From an optimization exercise on the open Yosys and OpenROAD flow, aimed at small area and a short achievable clock period; shortcuts taken in it are not production practice. Function was checked by simulation only, so behaviour that the tests miss may differ from the original. The flow treats the clock pin as an ideal source, which a real chip does not have. Power figures rest on the tool's default switching activity, not on a simulated workload.

`flow/config.mk`:
```
export PLATFORM = sky130hd
export DESIGN_NAME = multiport_register_file
export DESIGN_NICKNAME = multiport_register_file
export VERILOG_FILES = /design/flow/design.v
export SDC_FILE = /design/flow/constraint.sdc
export NUM_CORES = 4
export LEC_CHECK = 0
export CAP_MARGIN = 20
export CORE_MARGIN = 2
export CORE_UTILIZATION = 30
export PLACE_DENSITY = 0.35
export SLEW_MARGIN = 20
export SYNTH_HIERARCHICAL = 1
export SYNTH_MINIMUM_KEEP_SIZE = 0
```
`flow/constraint.sdc`:
```
create_clock -name core_clock -period 7.5 [get_ports {CLK}]
set_input_delay 1.5000 -clock core_clock [delete_from_list [all_inputs] [get_ports {CLK}]]
set_output_delay 1.5000 -clock core_clock [all_outputs]
set_load 0.01 [all_outputs]
```
`flow/design.v`:
```
module mprf_aoi222 (
  input  logic a1, a2, b1, b2, c1, c2,
  output logic y
);
  assign y = ~((a1 & a2) | (b1 & b2) | (c1 & c2));
endmodule
module mprf_aoi22 (
  input  logic a1, a2, b1, b2,
  output logic y
);
  assign y = ~((a1 & a2) | (b1 & b2));
endmodule
module mprf_aoi221 (
  input  logic a1, a2, b1, b2, c1,
  output logic y
);
  assign y = ~((a1 & a2) | (b1 & b2) | c1);
endmodule
module mprf_aoi2221 (
  input  logic a1, a2, b1, b2, c1, c2, d1,
  output logic y
);
  assign y = ~((a1 & a2) | (b1 & b2) | (c1 & c2) | d1);
endmodule
module multiport_register_file #(
  parameter int A_WIDTH  = 4,
  parameter int D_WIDTH  = 32,
  parameter int N_RD     = 2,
  parameter int N_WR     = 2,
  parameter int TRIG_REG = 5,
  parameter int MON_REG  = 10
) (
  input  logic                      CLK,
  input  logic                      RST,
  input  logic                      trigger,
  input  logic [N_WR-1:0]           WE,
  input  logic [N_WR*A_WIDTH-1:0]   WA,
  input  logic [N_WR*D_WIDTH-1:0]   WD,
  input  logic [N_RD*A_WIDTH-1:0]   RA,
  output logic [N_RD*D_WIDTH-1:0]   RD,
  output logic [N_RD-1:0]           RBUSY,
  input  logic                      ALLOC,
  input  logic [A_WIDTH-1:0]        ALLOC_A,
  output logic [D_WIDTH-1:0]        a0
);
  localparam int DEPTH = 2 ** A_WIDTH;
  logic [D_WIDTH-1:0] regs  [DEPTH];
  logic [D_WIDTH-1:0] dn    [DEPTH];    
  logic [DEPTH-1:0]   valid;
  logic [DEPTH-1:0]   busy;
  logic [DEPTH-1:0]   h1, h0, ld, s1, s0, sh, kv;
  logic [D_WIDTH-1:0] wd1, wd0;
  assign wd1 = WD[D_WIDTH +: D_WIDTH];
  assign wd0 = WD[0 +: D_WIDTH];
  for (genvar r = 1; r < DEPTH; r++) begin : g_w
    logic t;
    assign h1[r] = WE[1] && (WA[A_WIDTH +: A_WIDTH] == A_WIDTH'(r));
    assign h0[r] = WE[0] && (WA[0 +: A_WIDTH] == A_WIDTH'(r));
    assign t     = (r == TRIG_REG) ? trigger : 1'b0;
    assign s1[r] = h1[r] & ~t;
    assign s0[r] = h0[r] & ~h1[r] & ~t;
    assign sh[r] = ~h1[r] & ~h0[r] & ~t;
    assign ld[r] = h1[r] | h0[r] | t;
    assign kv[r] = sh[r] & ((r == MON_REG) ? 1'b1 : valid[r]);
    for (genvar b = 0; b < D_WIDTH; b++) begin : g_b
      if (r == TRIG_REG && b == 0) begin : g_t
        mprf_aoi2221 u_n (.a1(s1[r]), .a2(wd1[b]), .b1(s0[r]), .b2(wd0[b]),
                          .c1(sh[r]), .c2(regs[r][b]), .d1(t), .y(dn[r][b]));
      end else begin : g_n
        mprf_aoi222 u_n (.a1(s1[r]), .a2(wd1[b]), .b1(s0[r]), .b2(wd0[b]),
                         .c1(sh[r]), .c2(regs[r][b]), .y(dn[r][b]));
      end
    end
  end
  for (genvar r = 1; r < DEPTH; r++) begin : g_q
    if (r == MON_REG) begin : g_m
      always_ff @(posedge CLK or posedge RST) begin
        if (RST) regs[r] <= '0;
        else     regs[r] <= ~dn[r];
      end
    end else begin : g_d
      always_ff @(posedge CLK) regs[r] <= ~dn[r];
    end
  end
  always_ff @(posedge CLK or posedge RST) begin
    if (RST) begin
      valid[DEPTH-1:1] <= '0;
      busy[DEPTH-1:1]  <= '0;
    end else begin
      for (int r = 1; r < DEPTH; r++) begin
        if (ld[r]) valid[r] <= 1'b1;
        if (ALLOC && (ALLOC_A == A_WIDTH'(r))) busy[r] <= 1'b1;
        else if (h1[r] || h0[r])               busy[r] <= 1'b0;
      end
    end
  end
  for (genvar i = 0; i < N_RD; i++) begin : g_r
    logic [A_WIDTH-1:0] ra;
    logic [DEPTH-1:0]   sel;
    logic               hi1, hi0, tr, en, b1, b0, bt;
    logic [5:0]         part [D_WIDTH];
    assign ra  = RA[i*A_WIDTH +: A_WIDTH];
    assign hi1 = WE[1] && (WA[A_WIDTH +: A_WIDTH] == ra);
    assign hi0 = WE[0] && (WA[0 +: A_WIDTH] == ra);
    assign tr  = trigger && (ra == A_WIDTH'(TRIG_REG));
    assign en  = ~RST & (ra != '0);
    assign b1  = en & ~tr & hi1;
    assign b0  = en & ~tr & ~hi1 & hi0;
    assign bt  = en & tr;
    assign sel[0] = 1'b0;
    for (genvar r = 1; r < DEPTH; r++) begin : g_s
      assign sel[r] = ~RST & (ra == A_WIDTH'(r)) & kv[r];
    end
    for (genvar b = 0; b < D_WIDTH; b++) begin : g_b
      for (genvar k = 0; k < 5; k++) begin : g_k
        mprf_aoi222 u_m (.a1(sel[3*k+1]), .a2(regs[3*k+1][b]),
                         .b1(sel[3*k+2]), .b2(regs[3*k+2][b]),
                         .c1(sel[3*k+3]), .c2(regs[3*k+3][b]), .y(part[b][k]));
      end
      if (b == 0) begin : g_t
        mprf_aoi221 u_w (.a1(b1), .a2(wd1[b]), .b1(b0), .b2(wd0[b]), .c1(bt),
                         .y(part[b][5]));
      end else begin : g_n
        mprf_aoi22 u_w (.a1(b1), .a2(wd1[b]), .b1(b0), .b2(wd0[b]), .y(part[b][5]));
      end
      assign RD[i*D_WIDTH + b] = ~&part[b];
    end
    always_comb begin
      RBUSY[i] = 1'b0;
      for (int r = 1; r < DEPTH; r++)
        if (ra == A_WIDTH'(r)) RBUSY[i] = ~RST & busy[r] & ~h1[r] & ~h0[r];
    end
  end
  assign a0 = RST ? '0 : ~dn[MON_REG];
endmodule
```
`flow/run.sh`:
```
#!/bin/bash
# synth_recipe.tcl (not shown) runs the flow's synth.tcl, then flattens the netlist and writes it again
# the make line also repeats each setting of config.mk as NAME=value (left out here)
make -C /OpenROAD-flow-scripts/flow DESIGN_CONFIG=/design/flow/config.mk WORK_HOME=/design/flow/orfs CLKGATE_MAP_FILE= SYNTH_SCRIPT=/design/flow/synth_recipe.tcl finish
```
==> metrics.md, run 1 <==
| Metric | Value |
|---|---|
| Sequential share of power | `44.3%` |
| Net Sw Frac | `31.0%` |
| Io pins | `188` |
| CP Capture Type | `output pin` |
| Clock Latency Late Sink | `0.62 ns` |
| Dpl hpwl | `82.5 mm` |
| Power Internal | `0.00594 W` |
| Synth Flop Type | `dfxtp_1` |
| Hold Crit Class | `flop to flop` |
| Die area | `0.0822 sq mm` |
| Die X | `287 um` |
| Mux share of post-synthesis cell area | `0.188%` |
| Startpoint Class | `primary input` |
| Clk root buf | `clkbuf_16` |
| Count of nets left with antenna violations after detail routing | `0` |
| Peak supply drop | `0.000148 V` |
| Rows | `103` |
| Post-synthesis adder-cell area fraction | `0%` |
| WL final | `151 mm` |
| Clock skew | `0 ns` |
| Vias per cell | `7.32` |
| Wirelength per Cell | `39.6 um` |
| Most frequent cells in the layout | `a222oi_1 (799), inv_1 (485), dfxtp_1 (448)` |
| DP Area | `0.0289 sq mm` |
| Largest family of logic cells by synthesized area | `compound AO/OA/AOI/OAI gates` |
| Status | `no timing/DRC/antenna violations` |
| Comb power frac | `18.6%` |
| Placer congestion estimate | `0.837` |
| CTS Buffer Depth | `3` |
| Yosys warns | `12` |
| Die outline height | `287 um` |
| Setup tns final | `0 ns` |
| Tcrit/Tclk final | `93.4%` |
| Overall Global Routing Usage | `35.3%` |
| Total congestion overflow | `0` |
| Placeable Area | `0.0790 sq mm` |
| Synth Area in XOR/XNOR | `0.584%` |
| Final Core Density | `39.2%` |
| Clock transition at path regs | `0.06 ns` |
| Final net count | `2794` |
| Multi-input logic area | `0.0121 sq mm` |
| CTS sink count | `509` |
| CTS tree | `yes` |
| Hold_buf cts | `0` |
| CP arrival | `5.50 ns` |
| Simple-gate share of the synthesized area | `8.37%` |
| Largest net degree at the start of global routing | `51` |
| Postcts setup bufs | `0` |
| Fin. max-slew vios | `0` |
| Worst Max-Slew Pin Slew | `1.08 ns` |
| Total Power | `0.00862 W` |
| Unrepaired setup endpoints after global routing | `false` |
| First-pass GRT wire length | `209 mm` |
| CTS Buf Count | `66` |
| Fmax | `0.143 GHz` |
| Clock share of power | `37.1%` |
| Register area share after synthesis | `43.8%` |
| Vias in the first global route | `27400` |
| Worst hold-check slack | `0.466 ns` |
| 1st-iter DRT viols | `7210` |
| Async set-reset flop share out of synthesis | `12.0%` |
| Avg Synthesized Cell Area | `10.3 sq um` |
| Storage cell area | `0.0105 sq mm` |
| Synth cell types | `61` |
| FILL cells | `7776` |
| Synth Area in Compound Gates | `38.9%` |
| Ant. Diodes | `0` |
| Vias | `27900` |
| Top cells by area, synth | `dfxtp_1 (37%), a222oi_1 (33%), inv_1 (7.6%)` |
| EDFF count, synth | `0` |
| Final setup viols | `0` |
| Slew HR | `27.3%` |
| Power density over the cells | `278 mW/mm^2` |
| Class of the most critical setup path | `primary input to output pin` |
| Final hold vios | `0` |
| CTS H-tree depth | `3` |
| Commonest non-fill, non-tap cell in the layout | `a222oi_1` |
| Max-Cap Viols | `0` |
| First drt pass iteration count | `14` |
| Synth-to-Final Area Change | `29.3%` |
| Cell count after synthesis | `2336` |
| Share of post-route cells with drive strength above 1 | `14.5%` |
| Fin crit period | `7.00 ns` |
| Sw power | `0.00267 W` |
| Yosys top cell area share | `37.4%` |
| Mapped Area | `0.0240 sq mm` |
| Design Area, Final | `0.0310 sq mm` |
| Post-synthesis sequential element count | `509` |
| Pleak | `13.0 nW` |
| CP Max Fanout | `21` |
| CTS resizes | `0` |
| # port buffers | `187` |
| Initial Util | `30.4%` |
| Drt drc | `0` |
| CP Data Required Time | `6.00 ns` |
| Leading area contributor after synthesis | `dfxtp_1` |
| Initial antenna violation count | `4` |
routing by layer:
layer | global-route usage [%] | vias to the layer above | share of wire, %
met5 | 0 | - | 0.0086
met1 | 45.2 | 14000 | 38
met4 | 17.3 | 2 | 4.9
met3 | 9.81 | 427 | 13
met2 | 54.7 | 2262 | 44
li1 | - | 11100 | -
modules after synthesis, one instance, submodules excluded:
module | area [sq um] | cells inside | times used
mprf_aoi22 | 12.5 | 1 | 62
mprf_aoi221 | 15.0 | 1 | 2
mprf_aoi222 | 10.0 | 1 | 799
mprf_aoi2221 | 21.3 | 2 | 1
multiport_register_file | 15200 | 1471 | 1
power groups by stage:
stage               clock network, W  logic, W  registers (W)
floorplan                          0  0.000931        0.00369
global placement                   0   0.00154        0.00382
detailed placement                 0   0.00158        0.00384
CTS                          0.00325   0.00158        0.00379
global route                 0.00335   0.00174        0.00387
finish                       0.00320   0.00160        0.00382
stage by stage:
stage	std cells	setup WS (ns)
global route	3808	0.355
finish	3808	0.498
detailed placement	3686	0.595
global placement	3686	0.556
CTS	3808	0.594
floorplan	2336	-0.0947
synth_stat cells, types with 3 or more instances:
cell type and instances:
a2bb2oi_2 4, or3_1 3, nor2_1 69, mux2_2 4
nand3_1 78, dfrtp_1 61, buf_2 9, o21a_1 3
inv_1 485, nand2_1 41, o221ai_1 7, nor3_1 47
nor2b_1 3, a22oi_2 62, dfxtp_1 448, nor3b_1 3
o21ai_0 23, nand3b_1 5, xor2_1 12, or2_2 4
a31oi_1 3, a21oi_1 4, a2bb2oi_1 4, nand4_1 3
nand2b_1 22, a222oi_1 799, clkbuf_1 14, nor4_1 7
and4_1 64, o22ai_1 5, xnor2_1 4
path summary, 6_finish.rpt:
kind	startpoint	endpoint	slack [ns]	cells past startpoint
max in group asynchronous	RST	regs[10][3]	5.23	4
min in group asynchronous	RST	busy[15]	1.06	3
hold / removal	valid[8]	valid[8]	0.47	1
setup / recovery	WA[7]	RD[5]	0.50	11
setup reg to reg	regs[10][8]	regs[10][8]	6.27	2
hold reg to reg	valid[8]	valid[8]	0.47	1
kinds of logic after synthesis:
family | count (synthesis)
AND/OR/NAND/NOR | 358
AO/OA/AOI/OAI | 935
buffers and inverters | 514
flip-flops | 509
XOR/XNOR | 16
multiplexers | 4
critical path: stages:
cell,delay (ns)
clkdlybuf4s50_1,0.55
nand3_1,0.37
nor2_4,0.09
a21oi_4,0.15
nand2_1,0.15
nor4_4,0.90
buf_4,0.56
a222oi_1,0.17
and4_1,0.19
nand3_1,0.22
clkdlybuf4s50_1,0.61
registers in the layout, summed over array words and instances (netlist names):
register	count
valid	14
busy	15
regs	480
area by class of cell:
type | count | area share [%]
clock buffers | 103 | 6.40
clock inverters | 19 | 0.508
inverters | 486 | 5.89
multi-input cells | 1313 | 39.1
flip-flops and latches | 509 | 33.8
well taps | 1050 | 4.24
repair buffers | 328 | 10.0
==> run 2, diff against run 1 <==
==> flow/flow/run.sh (new file) <==
#!/bin/bash
# Standard layout, with plain buffers on the ports instead of the delay
# buffers buffer_ports picks by default.
set -uo pipefail
bash standard.sh "BUFFER_PORTS_ARGS=-buffer_cell sky130_fd_sc_hd__buf_2" finish > standard_flow.log 2>&1
==> flow/standard.sh (new file) <==
#!/bin/bash
# synth_recipe.tcl (not shown) runs the flow's synth.tcl, then flattens the netlist and writes it again
# the make line also repeats each setting of config.mk as NAME=value (left out here)
make -C /OpenROAD-flow-scripts/flow DESIGN_CONFIG=/design/flow/config.mk WORK_HOME=/design/flow/orfs CLKGATE_MAP_FILE= SYNTH_SCRIPT=/design/flow/synth_recipe.tcl "${@:-finish}"
--- a/flow/config.mk
+++ b/flow/config.mk
@@ -7,8 +7,10 @@
 export LEC_CHECK = 0
 export CAP_MARGIN = 20
 export CORE_MARGIN = 2
-export CORE_UTILIZATION = 30
-export PLACE_DENSITY = 0.35
+export CORE_UTILIZATION = 35
+export CTS_BUF_LIST = sky130_fd_sc_hd__clkbuf_4 sky130_fd_sc_hd__clkbuf_8
+export PLACE_DENSITY = 0.4
+export SETUP_SLACK_MARGIN = 2.0
 export SLEW_MARGIN = 20
 export SYNTH_HIERARCHICAL = 1
 export SYNTH_MINIMUM_KEEP_SIZE = 0
removed: flow/run.sh
==> metrics.md, run 2 <==
| Metric | Value |
|---|---|
| Status | `no timing/DRC/antenna violations` |
| Io pins | `188` |
| CP max stage delay | `0.63 ns` |
| Leading area contributor after synthesis | `dfxtp_1` |
| Yosys top cell area share | `37.4%` |
| CP arrival | `4.04 ns` |
| Vias per cell | `7.64` |
| Avg Synthesized Cell Area | `10.3 sq um` |
| Most frequent cells after synthesis | `a222oi_1 (799), inv_1 (485), dfxtp_1 (448), nand3_1 (78), nor2_1 (69)` |
| Final setup viols | `0` |
| Slowest cell on the critical path | `buf_4` |
| Synth Flop Type | `dfxtp_1` |
| Initial antenna violation count | `5` |
| Clk root buf | `clkbuf_8` |
| Die area | `0.0706 sq mm` |
| Final net count | `2823` |
| CTS sink count | `509` |
| Placer congestion estimate | `0.840` |
| CTS H-tree depth | `3` |
| Max-Cap Viols | `0` |
| Max reg flops | `480` |
| Sw power | `0.00263 W` |
| EDFF count, synth | `0` |
| Vias | `28100` |
| Unrepaired setup endpoints after global routing | `true` |
| Most flop-heavy register | `regs` |
| Most frequent cell after synthesis | `a222oi_1` |
| WL final | `145 mm` |
| Placeable Area | `0.0675 sq mm` |
| Clock transition at path regs | `0.06 ns` |
| Largest net degree at the start of global routing | `37` |
| CTS tree | `yes` |
| Largest regs | `regs x480, busy x15, valid x14` |
| Overall Global Routing Usage | `39.3%` |
| Tcrit/Tclk final | `73.8%` |
| Wirelength per Cell | `39.4 um` |
| Top cells by area, synth | `dfxtp_1 (37%), a222oi_1 (33%), inv_1 (7.6%)` |
| Total congestion overflow | `0` |
| Comb power frac | `18.0%` |
| Cell count after synthesis | `2336` |
| Dpl hpwl | `77.9 mm` |
| First-pass GRT wire length | `201 mm` |
| Placed cell count | `3467` |
| CTS Buffer Depth | `3` |
| Rows | `95` |
| Pleak | `13.3 nW` |
| Mapped Area | `0.0240 sq mm` |
| Async set-reset flop share out of synthesis | `12.0%` |
| Cell breakdown of the critical path | `buf_2, nand2b_1, nor4_4, buf_4, a222oi_1, and4_1, nand3_1, buf_2` |
| Drt drc | `0` |
| Fin crit period | `5.54 ns` |
| Synth cell types | `61` |
| Sequential share of power | `45.9%` |
| CP Max Fanout | `32` |
| CP Capture Type | `output pin` |
| Peak supply drop | `0.000131 V` |
| Final hold vios | `0` |
| Slew HR | `25.4%` |
| Clock skew | `0 ns` |
| 1st-iter DRT viols | `7788` |
| Commonest non-fill, non-tap cell in the layout | `a222oi_1` |
| Non-filler cells, final | `3682` |
| Fmax | `0.181 GHz` |
| CP Data Required Time | `6.00 ns` |
| Multi-input logic area | `0.0124 sq mm` |
| Synth-to-Final Area Change | `25.6%` |
| Power Internal | `0.00568 W` |
| Register area share after synthesis | `43.8%` |
| Most frequent cells in the layout | `a222oi_1 (799), inv_1 (484), dfxtp_1 (448)` |
| Class of the most critical setup path | `primary input to output pin` |
| Count of nets left with antenna violations after detail routing | `0` |
| Storage cell area | `0.0105 sq mm` |
| Share of post-route cells with drive strength above 1 | `24.3%` |
| Die X | `266 um` |
| Vias in the first global route | `27200` |
| Final Core Density | `44.6%` |
| Post-synthesis sequential element count | `509` |
| Net Sw Frac | `31.7%` |
| Hold Crit Class | `flop to flop` |
| CTS Buf Count | `97` |
| Clock share of power | `36.1%` |
| Initial Util | `35.5%` |
| Worst Max-Slew Pin Slew | `1.11 ns` |
| # port buffers | `187` |
| First drt pass iteration count | `13` |
| Yosys warns | `12` |
| Setup tns final | `0 ns` |
| Hold_buf cts | `0` |
| Power density over the cells | `276 mW/mm^2` |
| Fin. max-slew vios | `0` |
| CP dominant cell by count | `buf_2` |
| FILL cells | `6559` |
| Die outline height | `266 um` |
| Startpoint Class | `primary input` |
| Clock Latency Late Sink | `0.70 ns` |
-- run 2: cell counts after synthesis --
Identical to the previous run, type by type.
-- run 2: final cells by class --
class                           count  area share [%]
Sequential cell                   509            34.8
Inverter                          486            6.10
Clock buffer                      163            6.78
Tap cell                          873            3.63
Clock inverter                     11           0.203
Antenna cell                        1         0.00831
Multi-Input combinational cell   1313            41.1
Timing Repair Buffer              326            7.34
-- run 2: logic make-up after synthesis --
logic type / share of synthesized area [%]
flops: 43.8
xor+xnor: 0.584
compound gates: 38.9
buf+inv: 8.14
mux: 0.188
simple gates: 8.37
-- run 2: worst max-delay path, delay by kind of cell --
family | cells | cell delay [ns]
simple gates | 4 | 1.18
compound gates | 1 | 0.20
buf+inv | 3 | 1.13
-- run 2: per-layer routing --
metal	GRT usage (%)	share of wire [%]	vias up
li1	-	-	11200
met1	50.0	37	14000
met2	59.2	43	2438
met3	12.3	14	492
met4	21.7	5.7	6
met5	0.277	0.024	-
-- run 2: final timing paths --
path	cells after the start	startpoint	endpoint	slack, ns
max	8	RA[4]	RD[50]	1.96
min	1	valid[15]	valid[15]	0.48
max reg2reg	2	regs[10][31]	regs[10][31]	6.00
min reg2reg	1	valid[15]	valid[15]	0.48
max in group asynchronous	4	RST	regs[10][9]	5.63
min in group asynchronous	3	RST	regs[10][20]	0.94
-- run 2: power by group through the flow --
stage / Sequential, W / Clock, W / Combinational, W
after floorplan: 0.00369 / 0 / 0.000959
after global placement: 0.00382 / 0 / 0.00140
after detailed placement: 0.00384 / 0 / 0.00145
after CTS: 0.00378 / 0.00302 / 0.00146
after global routing: 0.00387 / 0.00315 / 0.00162
final: 0.00382 / 0.00300 / 0.00149
-- run 2: what timing repair did --
item,4_1_cts,5_1_grt
gates resized for setup,22,24
setup endpoints to repair,98,64
pin swaps,16,5
buffers inserted,37,3
-- run 2: metrics by stage --
stage	hold slack, ns	setup WS (ns)	total power [W]	area [sq um]
2_1_floorplan	0.435	1.94	0.00465	24600
3_3_place_gp	0.450	1.06	0.00522	27500
3_5_place_dp	0.456	0.925	0.00528	27500
4_1_cts	0.471	1.96	0.00827	30000
5_1_grt	0.489	1.95	0.00864	30100
6_report	0.481	1.96	0.00831	30100
-- run 2: Yosys stat by module (local to each module, per instance) --
module / times used / cell area (sq um)
multiport_register_file: 1 / 15200
mprf_aoi222: 799 / 10.0
mprf_aoi22: 62 / 12.5
mprf_aoi221: 2 / 15.0
mprf_aoi2221: 1 / 21.3
==> run 3, diff against run 2 <==
--- a/flow/design.v
+++ b/flow/design.v
@@ -57,11 +57,13 @@
     assign h1[r] = WE[1] && (WA[A_WIDTH +: A_WIDTH] == A_WIDTH'(r));
     assign h0[r] = WE[0] && (WA[0 +: A_WIDTH] == A_WIDTH'(r));
     assign t     = (r == TRIG_REG) ? trigger : 1'b0;
-    assign s1[r] = h1[r] & ~t;
-    assign s0[r] = h0[r] & ~h1[r] & ~t;
-    assign sh[r] = ~h1[r] & ~h0[r] & ~t;
+    logic m;
+    assign m     = (r == MON_REG) ? RST : 1'b0;
+    assign s1[r] = h1[r] & ~t & ~m;
+    assign s0[r] = h0[r] & ~h1[r] & ~t & ~m;
+    assign sh[r] = ~h1[r] & ~h0[r] & ~t & ~m;
     assign ld[r] = h1[r] | h0[r] | t;
-    assign kv[r] = sh[r] & ((r == MON_REG) ? 1'b1 : valid[r]);
+    assign kv[r] = (r == MON_REG) ? 1'b1 : valid[r];
     for (genvar b = 0; b < D_WIDTH; b++) begin : g_b
       if (r == TRIG_REG && b == 0) begin : g_t
         mprf_aoi2221 u_n (.a1(s1[r]), .a2(wd1[b]), .b1(s0[r]), .b2(wd0[b]),
@@ -97,8 +99,10 @@
   for (genvar i = 0; i < N_RD; i++) begin : g_r
     logic [A_WIDTH-1:0] ra;
     logic [DEPTH-1:0]   sel;
-    logic               hi1, hi0, tr, en, b1, b0, bt;
-    logic [5:0]         part [D_WIDTH];
+    logic               hi1, hi0, tr, en, b1, b0, bt, vm;
+    logic [D_WIDTH-1:0] st;
+    logic [4:0]         part [D_WIDTH];
+    logic [D_WIDTH-1:0] wpart;
     assign ra  = RA[i*A_WIDTH +: A_WIDTH];
     assign hi1 = WE[1] && (WA[A_WIDTH +: A_WIDTH] == ra);
     assign hi0 = WE[0] && (WA[0 +: A_WIDTH] == ra);
@@ -107,9 +111,10 @@
     assign b1  = en & ~tr & hi1;
     assign b0  = en & ~tr & ~hi1 & hi0;
     assign bt  = en & tr;
+    assign vm  = ~RST & ~tr & ~hi1 & ~hi0;
     assign sel[0] = 1'b0;
     for (genvar r = 1; r < DEPTH; r++) begin : g_s
-      assign sel[r] = ~RST & (ra == A_WIDTH'(r)) & kv[r];
+      assign sel[r] = (ra == A_WIDTH'(r)) & kv[r];
     end
     for (genvar b = 0; b < D_WIDTH; b++) begin : g_b
       for (genvar k = 0; k < 5; k++) begin : g_k
@@ -117,13 +122,14 @@
                          .b1(sel[3*k+2]), .b2(regs[3*k+2][b]),
                          .c1(sel[3*k+3]), .c2(regs[3*k+3][b]), .y(part[b][k]));
       end
+      assign st[b] = ~&part[b];
       if (b == 0) begin : g_t
         mprf_aoi221 u_w (.a1(b1), .a2(wd1[b]), .b1(b0), .b2(wd0[b]), .c1(bt),
-                         .y(part[b][5]));
+                         .y(wpart[b]));
       end else begin : g_n
-        mprf_aoi22 u_w (.a1(b1), .a2(wd1[b]), .b1(b0), .b2(wd0[b]), .y(part[b][5]));
+        mprf_aoi22 u_w (.a1(b1), .a2(wd1[b]), .b1(b0), .b2(wd0[b]), .y(wpart[b]));
       end
-      assign RD[i*D_WIDTH + b] = ~&part[b];
+      assign RD[i*D_WIDTH + b] = (vm & st[b]) | ~wpart[b];
     end
     always_comb begin
       RBUSY[i] = 1'b0;
@@ -131,5 +137,5 @@
         if (ra == A_WIDTH'(r)) RBUSY[i] = ~RST & busy[r] & ~h1[r] & ~h0[r];
     end
   end
-  assign a0 = RST ? '0 : ~dn[MON_REG];
+  assign a0 = ~dn[MON_REG];
 endmodule
==> flow/flow/run.sh (replaced) <==
#!/bin/bash
# Standard layout with two changes: the synthesized netlist's logic cells are
# mapped to their smallest drive strength before floorplanning (the repair
# steps size them up where needed), and the ports get plain buffers.
set -euo pipefail
HERE=$(pwd)
ARGS=("BUFFER_PORTS_ARGS=-buffer_cell sky130_fd_sc_hd__buf_2")
bash standard.sh "${ARGS[@]}" synth > flow_synth.log 2>&1
RES=$HERE/orfs/results/$FLOW_PLATFORM/multiport_register_file/base
cp $RES/1_2_yosys.v $HERE/1_2_yosys.orig.v
python3 flow/downsize.py $FLOW_HOME/platforms/$FLOW_PLATFORM/lib/sky130_fd_sc_hd__tt_025C_1v80.lib $RES/1_2_yosys.v > flow_downsize.log 2>&1
rm -f $RES/1_synth.odb
touch $RES/1_2_yosys.v
bash standard.sh "${ARGS[@]}" finish > flow_finish.log 2>&1
==> flow/flow/downsize.py (new file) <==
#!/usr/bin/env python3
# Map every combinational cell in the synthesized netlist to the smallest
# drive strength of the same function; the flow's repair steps size up
# whatever the layout's loads and timing call for.
import re, sys
lib, netlist = sys.argv[1], sys.argv[2]
cells = set(re.findall(r'cell\s*\(\s*"?(sky130_fd_sc_hd__\w+?)"?\s*\)', open(lib).read()))
keep = ('df', 'sdf', 'edf', 'dl', 'buf', 'clk', 'conb', 'tap', 'fill', 'decap', 'probe', 'lpflow', 'inv')
def small(m):
    name, base, size = m.group(0), m.group(1), m.group(2)
    func = base[len('sky130_fd_sc_hd__'):]
    if func.startswith(keep):
        return name
    for s in ('1', '0'):
        if base + '_' + s in cells:
            return base + '_' + s if int(size) > int(s) else name
    return name
text = open(netlist).read()
new = re.sub(r'\b(sky130_fd_sc_hd__\w+?)_(\d+)\b(?=\s+\S+\s*\()', small, text)
open(netlist, 'w').write(new)
--- a/flow/config.mk
+++ b/flow/config.mk
@@ -8,9 +8,8 @@
 export CAP_MARGIN = 20
 export CORE_MARGIN = 2
 export CORE_UTILIZATION = 35
-export CTS_BUF_LIST = sky130_fd_sc_hd__clkbuf_4 sky130_fd_sc_hd__clkbuf_8
 export PLACE_DENSITY = 0.4
-export SETUP_SLACK_MARGIN = 2.0
+export SETUP_SLACK_MARGIN = 2.5
 export SLEW_MARGIN = 20
 export SYNTH_HIERARCHICAL = 1
 export SYNTH_MINIMUM_KEEP_SIZE = 0
==> metrics.md, run 3 <==
| Metric | Value |
|---|---|
| Hold_buf cts | `0` |
| Count of nets left with antenna violations after detail routing | `0` |
| Final hold vios | `0` |
| Placed cell count | `3561` |
| Drt drc | `0` |
| Max-Cap Viols | `0` |
| Mapped Area | `0.0239 sq mm` |
| Power density over the cells | `268 mW/mm^2` |
| Reg2reg start | `valid[13]` |
| Final net count | `2963` |
| Avg Synthesized Cell Area | `9.75 sq um` |
| Placeable Area | `0.0674 sq mm` |
| Initial Util | `35.5%` |
| Fin crit period | `5.06 ns` |
| Cell count after synthesis | `2453` |
| GRT busiest layer | `met2` |
| CTS sink count | `509` |
| Dpl hpwl | `78.4 mm` |
| Rows | `95` |
| CTS Buf Count | `59` |
| Pleak | `14.2 nW` |
| Class of the most critical setup path | `primary input to output pin` |
| Clock skew | `0 ns` |
| Worst setup path startpoint | `RA[5]` |
| First drt pass iteration count | `13` |
| Fin. max-slew vios | `0` |
| Synth-to-Final Area Change | `28.8%` |
| Most frequent cells in the layout | `a222oi_1 (799), inv_1 (481), dfxtp_1 (448)` |
| Status | `no timing/DRC/antenna violations` |
| Peak supply drop | `0.000162 V` |
| Most flop-heavy register | `regs` |
| Wirelength per Cell | `41.1 um` |
| Max reg flops | `480` |
| Total Power | `0.00826 W` |
| Tcrit/Tclk final | `67.5%` |
| Placer congestion estimate | `0.887` |
| FILL cells | `6462` |
| Clock Latency Late Sink | `0.63 ns` |
| Overall Global Routing Usage | `42.3%` |
| Worst slack at placement | `1.60 ns` |
| Largest regs | `regs x480, busy x15, valid x14` |
| Share of post-route cells with drive strength above 1 | `20.9%` |
| Slew HR | `18.6%` |
| Hold Crit Class | `flop to flop` |
| Die X | `265 um` |
| WL final | `156 mm` |
| GR Layer Usage met1 | `52.5%` |
| CTS tree | `yes` |
| Vias | `29400` |
| Io pins | `188` |
| CTS H-tree depth | `2` |
| Fmax | `0.198 GHz` |
| Unrepaired setup endpoints after global routing | `true` |
| CP Data Required Time | `6.00 ns` |
| Yosys warns | `12` |
| Clk root buf | `clkbuf_16` |
| R2R setup slack | `6.36 ns` |
| Clock transition at path regs | `0.06 ns` |
| Initial antenna violation count | `10` |
| Final worst slack | `2.44 ns` |
| Die area | `0.0705 sq mm` |
| Vias per cell | `7.74` |
| Startpoint Class | `primary input` |
| CP arrival | `3.56 ns` |
| Largest net degree at the start of global routing | `43` |
| Crit path capture | `RD[63]` |
| Reg-to-Reg End | `valid[13]` |
| Met3 Use GR | `15.7%` |
| First-pass GRT wire length | `214 mm` |
| Setup tns final | `0 ns` |
| CTS Buffer Depth | `3` |
| CP Max Fanout | `14` |
| Met2 Track Usage GR | `61.2%` |
| Final setup viols | `0` |
| Non-filler cells, final | `3798` |
| CP Capture Type | `output pin` |
| Reg2reg path depth | `1` |
| # port buffers | `187` |
| Vias in the first global route | `27800` |
| Commonest non-fill, non-tap cell in the layout | `a222oi_1` |
| Worst Max-Slew Pin Slew | `1.21 ns` |
| Die outline height | `265 um` |
| 1st-iter DRT viols | `8759` |
| Total congestion overflow | `0` |
[run 3: worst max-delay path, stage by stage]
cell and delay, ns:
buf_4 0.24, nor2b_4 0.14, and3_4 0.29, buf_6 0.20, a222oi_1 0.47, nand3_1 0.29
nor2_1 0.18, o21ai_0 0.08, buf_2 0.14
[run 3: worst min-delay path by stage]
stage                 from          end  slack [ns]  cells past startpoint
2_1_floorplan    valid[11]    valid[11]        0.44                      1
3_3_place_gp       busy[4]      busy[4]        0.46                      2
3_5_place_dp      valid[3]     valid[3]        0.47                      1
4_1_cts            busy[7]      busy[7]        0.50                      2
5_1_grt        regs[9][11]  regs[9][11]        0.52                      2
6_report           busy[7]      busy[7]        0.49                      2
[run 3: metrics by stage]
step / hold slack [ns] / util, % / cell area (sq um)
floorplan: 0.440 / - / 24100
global placement: 0.465 / 39.8 / 26800
detailed placement: 0.467 / 39.9 / 26900
CTS: 0.497 / 45.0 / 30400
global route: 0.522 / 45.7 / 30800
finish: 0.492 / 45.7 / 30800
[run 3: layout make-up]
type / instances / area (sq um) / share of cell area, %
timing repair buffer: 375 / 3030 / 9.84
inverter: 482 / 1810 / 5.88
clock buffer: 95 / 1800 / 5.86
clock inverter: 13 / 82.6 / 0.268
tap: 873 / 1090 / 3.55
multi-input combinational: 1446 / 12500 / 40.5
antenna: 5 / 12.5 / 0.0406
sequential: 509 / 10500 / 34.1
[run 3: timing repair]
action / 4_1_cts / 5_1_grt
pin swaps: 43 / 28
setup endpoints to repair: 98 / 83
setup buffers: 79 / 22
cloned: 22 / 1
resized for setup: 117 / 54
[run 3: where the power goes]
group	switching (W)	internal (W)
registers	0.000465	0.00329
logic	0.000929	0.000687
clock network	0.00126	0.00163
total	0.00265	0.00561
[run 3: routing by layer]
metal	wire, um	up-vias
li1	-	11600
met1	55300	14400
met2	64200	2757
met3	24900	659
met4	11500	16
met5	112	-
==> run 4, diff against run 3 <==
--- a/flow/design.v
+++ b/flow/design.v
@@ -22,6 +22,12 @@
 );
   assign y = ~((a1 & a2) | (b1 & b2) | (c1 & c2) | d1);
 endmodule
+module mprf_and3 (
+  input  logic a, b, c,
+  output logic y
+);
+  assign y = a & b & c;
+endmodule
 module multiport_register_file #(
   parameter int A_WIDTH  = 4,
   parameter int D_WIDTH  = 32,
@@ -44,6 +50,7 @@
   output logic [D_WIDTH-1:0]        a0
 );
   localparam int DEPTH = 2 ** A_WIDTH;
+  localparam int SLICE = 8;
   logic [D_WIDTH-1:0] regs  [DEPTH];
   logic [D_WIDTH-1:0] dn    [DEPTH];    
   logic [DEPTH-1:0]   valid;
@@ -98,8 +105,7 @@
   end
   for (genvar i = 0; i < N_RD; i++) begin : g_r
     logic [A_WIDTH-1:0] ra;
-    logic [DEPTH-1:0]   sel;
-    logic               hi1, hi0, tr, en, b1, b0, bt, vm;
+    logic               hi1, hi0, tr, en, bt;
     logic [D_WIDTH-1:0] st;
     logic [4:0]         part [D_WIDTH];
     logic [D_WIDTH-1:0] wpart;
@@ -108,34 +114,52 @@
     assign hi0 = WE[0] && (WA[0 +: A_WIDTH] == ra);
     assign tr  = trigger && (ra == A_WIDTH'(TRIG_REG));
     assign en  = ~RST & (ra != '0);
-    assign b1  = en & ~tr & hi1;
-    assign b0  = en & ~tr & ~hi1 & hi0;
+    logic nt, n1, n0, nr;
+    assign nt  = ~tr;
+    assign n1  = ~hi1;
+    assign nr  = ~RST;
     assign bt  = en & tr;
-    assign vm  = ~RST & ~tr & ~hi1 & ~hi0;
-    assign sel[0] = 1'b0;
-    for (genvar r = 1; r < DEPTH; r++) begin : g_s
-      assign sel[r] = (ra == A_WIDTH'(r)) & kv[r];
+    logic [D_WIDTH/SLICE-1:0] b1c, b0c, vmc;
+    for (genvar c = 0; c < D_WIDTH/SLICE; c++) begin : g_v
+      mprf_and3 u_b1 (.a(en),        .b(nt),  .c(hi1),  .y(b1c[c]));
+      mprf_and3 u_b0 (.a(en & n1),   .b(nt),  .c(hi0),  .y(b0c[c]));
+      mprf_and3 u_vm (.a(nr & n1),   .b(nt),  .c(~hi0), .y(vmc[c]));
+    end
+    logic [3:0] plo, phi;
+    for (genvar j = 0; j < 4; j++) begin : g_p
+      assign plo[j] = (ra[1:0] == 2'(j));
+      assign phi[j] = (ra[3:2] == 2'(j));
+    end
+    logic [DEPTH-1:0] sel [D_WIDTH/SLICE];
+    for (genvar c = 0; c < D_WIDTH/SLICE; c++) begin : g_c
+      assign sel[c][0] = 1'b0;
+      for (genvar r = 1; r < DEPTH; r++) begin : g_s
+        mprf_and3 u_s (.a(plo[r % 4]), .b(phi[r / 4]), .c(kv[r]), .y(sel[c][r]));
+      end
     end
     for (genvar b = 0; b < D_WIDTH; b++) begin : g_b
       for (genvar k = 0; k < 5; k++) begin : g_k
-        mprf_aoi222 u_m (.a1(sel[3*k+1]), .a2(regs[3*k+1][b]),
-                         .b1(sel[3*k+2]), .b2(regs[3*k+2][b]),
-                         .c1(sel[3*k+3]), .c2(regs[3*k+3][b]), .y(part[b][k]));
+        mprf_aoi222 u_m (.a1(sel[b/SLICE][3*k+1]), .a2(regs[3*k+1][b]),
+                         .b1(sel[b/SLICE][3*k+2]), .b2(regs[3*k+2][b]),
+                         .c1(sel[b/SLICE][3*k+3]), .c2(regs[3*k+3][b]), .y(part[b][k]));
       end
       assign st[b] = ~&part[b];
       if (b == 0) begin : g_t
-        mprf_aoi221 u_w (.a1(b1), .a2(wd1[b]), .b1(b0), .b2(wd0[b]), .c1(bt),
+        mprf_aoi221 u_w (.a1(b1c[b/SLICE]), .a2(wd1[b]), .b1(b0c[b/SLICE]), .b2(wd0[b]), .c1(bt),
                          .y(wpart[b]));
       end else begin : g_n
-        mprf_aoi22 u_w (.a1(b1), .a2(wd1[b]), .b1(b0), .b2(wd0[b]), .y(wpart[b]));
+        mprf_aoi22 u_w (.a1(b1c[b/SLICE]), .a2(wd1[b]), .b1(b0c[b/SLICE]), .b2(wd0[b]),
+                        .y(wpart[b]));
       end
-      assign RD[i*D_WIDTH + b] = (vm & st[b]) | ~wpart[b];
+      assign RD[i*D_WIDTH + b] = (vmc[b/SLICE] & st[b]) | ~wpart[b];
     end
+    logic bsel;
     always_comb begin
-      RBUSY[i] = 1'b0;
+      bsel = 1'b0;
       for (int r = 1; r < DEPTH; r++)
-        if (ra == A_WIDTH'(r)) RBUSY[i] = ~RST & busy[r] & ~h1[r] & ~h0[r];
+        if (ra == A_WIDTH'(r)) bsel = busy[r];
     end
+    assign RBUSY[i] = ~RST & bsel & ~hi1 & ~hi0;
   end
   assign a0 = ~dn[MON_REG];
 endmodule
--- a/flow/config.mk
+++ b/flow/config.mk
@@ -8,6 +8,8 @@
 export CAP_MARGIN = 20
 export CORE_MARGIN = 2
 export CORE_UTILIZATION = 35
+export CTS_CLUSTER_DIAMETER = 80
+export CTS_CLUSTER_SIZE = 20
 export PLACE_DENSITY = 0.4
 export SETUP_SLACK_MARGIN = 2.5
 export SLEW_MARGIN = 20
==> metrics.md, run 4 <==
| Metric | Value |
|---|---|
| Status | `no timing/DRC/antenna violations` |
| Initial antenna violation count | `7` |
| Dpl hpwl | `90.3 mm` |
| CP Capture Type | `output pin` |
| Pleak | `13.9 nW` |
| Worst setup path startpoint | `RA[3]` |
| Clock skew | `0 ns` |
| Cell count after synthesis | `2487` |
| First drt pass iteration count | `14` |
| Vias in the first global route | `26800` |
| Overall Global Routing Usage | `38.6%` |
| Count of nets left with antenna violations after detail routing | `0` |
| Largest regs | `regs x480, busy x15, valid x14` |
| Max reg flops | `480` |
| Clock Latency Late Sink | `0.60 ns` |
| Drt drc | `0` |
| CTS Buf Count | `36` |
| Total congestion overflow | `0` |
| Die X | `267 um` |
| Most flop-heavy register | `regs` |
| Vias | `28500` |
| FILL cells | `6738` |
| # port buffers | `187` |
| Fin crit period | `5.18 ns` |
| Routed length on met3 | `18.9 mm` |
| Die outline height | `267 um` |
| Total Power | `0.00744 W` |
| DR WL met2 | `63.9 mm` |
| Most frequent cells in the layout | `a222oi_1 (799), inv_1 (488), dfxtp_1 (448)` |
| CP Data Required Time | `6.00 ns` |
| WL final | `145 mm` |
| Vias per cell | `7.59` |
| Io pins | `188` |
| Worst Max-Slew Pin Slew | `1.14 ns` |
| Power density over the cells | `256 mW/mm^2` |
| Kind of cell adding the most delay to the critical path | `simple AND/OR/NAND/NOR gates` |
| Final net count | `2874` |
| Initial Util | `35.3%` |
| Fmax | `0.193 GHz` |
| CTS tree | `yes` |
| Final setup viols | `0` |
| CP arrival | `3.68 ns` |
| Hold_buf cts | `0` |
| Synth-to-Final Area Change | `19.9%` |
| Class of the most critical setup path | `primary input to output pin` |
| Cell breakdown of the critical path | `buf_6, nor2b_4, buf_2, a221oi_1, o311a_1, nor4_1, buf_2` |
| Avg Synthesized Cell Area | `9.74 sq um` |
| Max Used Layer | `met5` |
| CTS H-tree depth | `2` |
| Placeable Area | `0.0686 sq mm` |
| Hold Crit Class | `flop to flop` |
| Fin. max-slew vios | `0` |
| CTS sink count | `509` |
| Wire length on met1 | `52.8 mm` |
| 1st-iter DRT viols | `8088` |
| Final hold vios | `0` |
| CP max stage delay | `0.56 ns` |
| Clk root buf | `clkbuf_16` |
| First-pass GRT wire length | `198 mm` |
| CP Max Fanout | `11` |
| Die area | `0.0713 sq mm` |
| Setup tns final | `0 ns` |
| Share of post-route cells with drive strength above 1 | `18.9%` |
| Peak supply drop | `0.000154 V` |
| Commonest non-fill, non-tap cell in the layout | `a222oi_1` |
| Placer congestion estimate | `0.934` |
| Yosys warns | `16` |
| Startpoint Class | `primary input` |
| CTS Buffer Depth | `3` |
| WP buf/inv | `3` |
| Mapped Area | `0.0242 sq mm` |
| Slew HR | `24.1%` |
| Wirelength per Cell | `38.7 um` |
| Largest net degree at the start of global routing | `62` |
| Tcrit/Tclk final | `69.0%` |
| Hold_sp | `regs[5][6]` |
| Clock transition at path regs | `0.08 ns` |
| Slowest cell on the critical path | `nor4_1` |
| Max-Cap Viols | `0` |
| Unrepaired setup endpoints after global routing | `true` |
| Reg2reg start | `regs[10][14]` |
| CP dominant cell by count | `buf_2` |
| Rows | `96` |
[run 4: cell types whose count changed in the layout (fill, tap and decap cells not counted), sizes merged, moves of 15 or more]
| cell | change |
|---|---|
| clkbuf | -50 |
| buf | -106 |
| nand2 | +59 |
| nor2 | -70 |
| nor3 | -15 |
| and3 | +105 |
[run 4: metal layers]
metal	up-vias	track usage [%]
li1	11400	-
met1	14100	47.9
met2	2489	59.9
met3	486	10.4
met4	8	22.9
met5	-	0
[run 4: path summary, 6_finish.rpt]
path                           endpoint  slack, ns  depth (start not counted)
hold / removal               regs[5][6]       0.51                          2
max in group asynchronous  regs[10][12]       5.28                          3
setup / recovery               RBUSY[0]       2.32                          7
hold reg to reg              regs[5][6]       0.51                          2
setup reg to reg           regs[10][14]       6.48                          2
min in group asynchronous      busy[10]       1.53                          3
[run 4: repair_timing]
item                                    in CTS  in global routing
gates cloned                                 1                  4
pin swaps                                   29                 51
endpoints found under the setup margin      97                 96
gates resized for setup                    152                112
setup buffers                                8                  3
[run 4: per-stage QoR]
step / cell area (sq um) / util, % / cells / worst slack, ns / hold slack [ns]
finish: 29000 / 42.3 / 3749 / 2.32 / 0.514
global route: 29000 / 42.3 / 3743 / 2.46 / 0.532
CTS: 28700 / 41.9 / 3735 / 2.50 / 0.510
detailed placement: 27100 / 39.6 / 3661 / 1.65 / 0.490
global placement: 27100 / 39.5 / 3659 / 1.65 / 0.479
floorplan: 24300 / - / 2494 / 2.50 / 0.468
[run 4: where the power goes]
group          leakage (nW)  internal, W  total (W)  switching [W]
Combinational          8.82     0.000642    0.00151       0.000867
Clock                 0.578      0.00103    0.00216        0.00113
Sequential             4.50      0.00328    0.00378       0.000500
[run 4: worst reg2reg max path, stage by stage, from the launching register on]
cell and delay, ns:
dfrtp_1 0.42, a222oi_1 0.38, inv_1 0.09
[run 4: final cells by class]
cell class,count,area (sq um),area share [%]
Inverter,492,1860,6.40
Clock inverter,16,163,0.560
Sequential cell,509,10500,36.1
Timing Repair Buffer,264,1620,5.58
Antenna cell,7,17.5,0.0603
Multi-Input combinational cell,1481,12700,43.7
Tap cell,931,1160,4.01
Clock buffer,49,1030,3.55
==> run 5, diff against run 4 <==
==> flow/flow/run.sh (replaced) <==
#!/bin/bash
# Standard layout with three changes: the synthesized netlist's logic cells are
# mapped to their smallest drive strength before floorplanning (the repair
# steps size them up where needed), the ports get plain buffers, and a second
# setup repair runs after clock tree synthesis.
set -euo pipefail
HERE=$(pwd)
ARGS=("BUFFER_PORTS_ARGS=-buffer_cell sky130_fd_sc_hd__buf_2" "POST_CTS_TCL=$HERE/flow/post_cts.tcl")
bash standard.sh "${ARGS[@]}" synth > flow_synth.log 2>&1
RES=$HERE/orfs/results/$FLOW_PLATFORM/multiport_register_file/base
cp $RES/1_2_yosys.v $HERE/1_2_yosys.orig.v
python3 flow/downsize.py $FLOW_HOME/platforms/$FLOW_PLATFORM/lib/sky130_fd_sc_hd__tt_025C_1v80.lib $RES/1_2_yosys.v > flow_downsize.log 2>&1
rm -f $RES/1_synth.odb
touch $RES/1_2_yosys.v
bash standard.sh "${ARGS[@]}" finish > flow_finish.log 2>&1
==> flow/flow/post_cts.tcl (new file) <==
# A second, longer setup repair after clock tree synthesis, aiming past the
# first pass's margin, then legalise the placement again.
repair_timing -setup -setup_margin 3.0 -repair_tns 100 -max_passes 10000 -verbose
detailed_placement
check_placement -verbose
--- a/flow/config.mk
+++ b/flow/config.mk
@@ -8,8 +8,6 @@
 export CAP_MARGIN = 20
 export CORE_MARGIN = 2
 export CORE_UTILIZATION = 35
-export CTS_CLUSTER_DIAMETER = 80
-export CTS_CLUSTER_SIZE = 20
 export PLACE_DENSITY = 0.4
 export SETUP_SLACK_MARGIN = 2.5
 export SLEW_MARGIN = 20
==> metrics.md, run 5 <==
| Metric | Value |
|---|---|
| Final hold vios | `0` |
| Drt drc | `0` |
| Class of the most critical setup path | `primary input to output pin` |
| Yosys warns | `16` |
| Slowest cell on the critical path | `nor4_2` |
| First-pass GRT wire length | `210 mm` |
| Hold Crit Class | `flop to flop` |
| Clock Latency Late Sink | `0.65 ns` |
| Worst setup path startpoint | `RA[3]` |
| Fin crit period | `4.96 ns` |
| DR WL met2 | `65.4 mm` |
| Cell count after synthesis | `2487` |
| Mapped Area | `0.0242 sq mm` |
| 1st-iter DRT viols | `7960` |
| Die outline height | `267 um` |
| Final net count | `3008` |
| Pleak | `15.1 nW` |
| Final setup viols | `0` |
| Routed length on met3 | `21.9 mm` |
| Kind of cell adding the most delay to the critical path | `buffers and inverters` |
| Final Core Density | `46.4%` |
| Worst slack at placement | `1.65 ns` |
| Most flop-heavy register | `regs` |
| # port buffers | `187` |
| Setup tns final | `0 ns` |
| Clock skew | `0 ns` |
| Clock transition at path regs | `0.06 ns` |
| CTS sink count | `509` |
| Overall Global Routing Usage | `41.0%` |
| Storage cell area | `0.0105 sq mm` |
| Vias | `29600` |
| Dpl hpwl | `90.3 mm` |
| Unrepaired setup endpoints after global routing | `false` |
| Avg Synthesized Cell Area | `9.74 sq um` |
| Placer congestion estimate | `0.934` |
| CP Capture Type | `output pin` |
| CTS tree | `yes` |
| Hold_sp | `regs[12][0]` |
| Synth-to-Final Area Change | `31.3%` |
| Largest net degree at the start of global routing | `62` |
| Largest regs | `regs x480, busy x15, valid x14` |
| Status | `no timing/DRC/antenna violations` |
| Fin. max-slew vios | `0` |
| Die X | `267 um` |
| CP arrival | `3.46 ns` |
| Most frequent cells in the layout | `a222oi_1 (799), inv_1 (486), dfxtp_1 (448)` |
| CP dominant cell by count | `buf_4` |
| Rows | `96` |
| Slew HR | `27.7%` |
| Initial antenna violation count | `7` |
| Worst Max-Slew Pin Slew | `1.08 ns` |
| Cell breakdown of the critical path | `buf_12, buf_4, xor2_1, nor4_2, buf_4, inv_1, and3_4, o21ai_1, nand2_1, buf_2` |
| Total Power | `0.00847 W` |
| CP Max Fanout | `8` |
| Max reg flops | `480` |
| Multi-input logic area | `0.0132 sq mm` |
| Tcrit/Tclk final | `66.1%` |
| R2R setup slack | `4.23 ns` |
| CP Data Required Time | `6.00 ns` |
| Share of post-route cells with drive strength above 1 | `24.9%` |
| FILL cells | `6490` |
| Initial Util | `35.3%` |
| Power density over the cells | `266 mW/mm^2` |
| Max-Cap Viols | `0` |
| Wire length on met1 | `53.7 mm` |
| Io pins | `188` |
| Reg2reg start | `regs[10][20]` |
| Final worst slack | `2.54 ns` |
| Commonest non-fill, non-tap cell in the layout | `a222oi_1` |
| WP buf/inv | `5` |
| Peak supply drop | `0.000192 V` |
| Vias in the first global route | `28200` |
| CP max stage delay | `0.33 ns` |
| Wirelength per Cell | `39.0 um` |
| Vias per cell | `7.57` |
| Max Used Layer | `met5` |
| Startpoint Class | `primary input` |
| WL final | `152 mm` |
| Placeable Area | `0.0686 sq mm` |
| First drt pass iteration count | `12` |
| Total congestion overflow | `0` |
| Die area | `0.0713 sq mm` |
| Fmax | `0.202 GHz` |
| Count of nets left with antenna violations after detail routing | `0` |
-- run 5: layer usage --
metal	track usage [%]	vias up
met5	0	-
met4	26.7	4
met3	14.0	598
met2	61.8	2624
met1	49.7	14600
li1	-	11700
-- run 5: final timing paths --
path | to | cells past startpoint
max | RD[1] | 10
min | regs[12][0] | 2
max reg2reg | regs[10][20] | 21
min reg2reg | regs[12][0] | 2
max in group asynchronous | regs[10][13] | 4
min in group asynchronous | busy[10] | 3
-- run 5: layout make-up --
class                   instances  share of cell area, %
well taps                     931                   3.66
clock buffers                 102                   6.07
clock inverters                11                  0.374
multi-input cells            1483                   41.7
repair buffers                372                   9.28
diodes                          6                 0.0472
flip-flops and latches        509                   33.0
inverters                     492                   5.91
-- run 5: power by group --
group | switching (W) | internal (W) | leakage (nW)
Combinational | 0.000915 | 0.000708 | 9.54
Clock | 0.00125 | 0.00180 | 1.01
Sequential | 0.000502 | 0.00329 | 4.50
Total | 0.00267 | 0.00580 | 15.1
-- run 5: metrics by stage --
step           hold slack (ns)  cells  instance area (sq um)
6_report                 0.509   3906                  31800
5_1_grt                  0.527   3900                  31800
3_5_place_dp             0.490   3661                  27100
3_3_place_gp             0.479   3659                  27100
2_1_floorplan            0.468   2494                  24300
-- run 5: worst register-to-register path, stage by stage, from the launching register on --
cell and delay [ns]:
dfrtp_1 0.41, a222oi_1 0.34, inv_1 0.11, buf_4 0.14, buf_4 0.12, buf_4 0.12
buf_4 0.12, buf_4 0.12, buf_4 0.12, buf_4 0.12, buf_4 0.12, buf_4 0.12
buf_4 0.12, buf_4 0.12, buf_4 0.12, buf_4 0.12, buf_4 0.12, buf_4 0.12
buf_4 0.12, buf_4 0.11, buf_4 0.12, buf_4 0.12

==> re-timing with driven ports <==
The flow's constraints put no driver on any port. The routed layouts listed below were extracted and timed again, unchanged, in two steps. Step 1: set_driving_cell puts a clkbuf_16 on CLK and a buf_2 on each other input, an assumption about the parent block. Step 2 also shifts input and output timing later by t, the mid clock arrival at the registers, as if the neighbouring blocks saw the same clock. Three values: ideal ports, drivers, drivers and shift; two values: the first two.
run | t, ns | setup slack, ns | clock arrival spread, ns
run 1 | 0.684 | 0.498 / 0.470 / 0.470 | 0.027 / 0.027
run 2 | 0.760 | 1.964 / 1.942 / 1.942 | 0.041 / 0.041
run 3 | 0.707 | 2.438 / 2.405 / 2.405 | 0.030 / 0.030
run 4 | 0.663 | 2.323 / 2.284 / 2.284 | 0.039 / 0.039
run 5 | 0.721 | 2.541 / 2.453 / 2.007 | 0.035 / 0.034
After both steps every run listed still meets setup and hold. For run 5, which loses most, drivers alone change the setup slack by -0.088 ns; drivers and shift together by -0.534 ns.
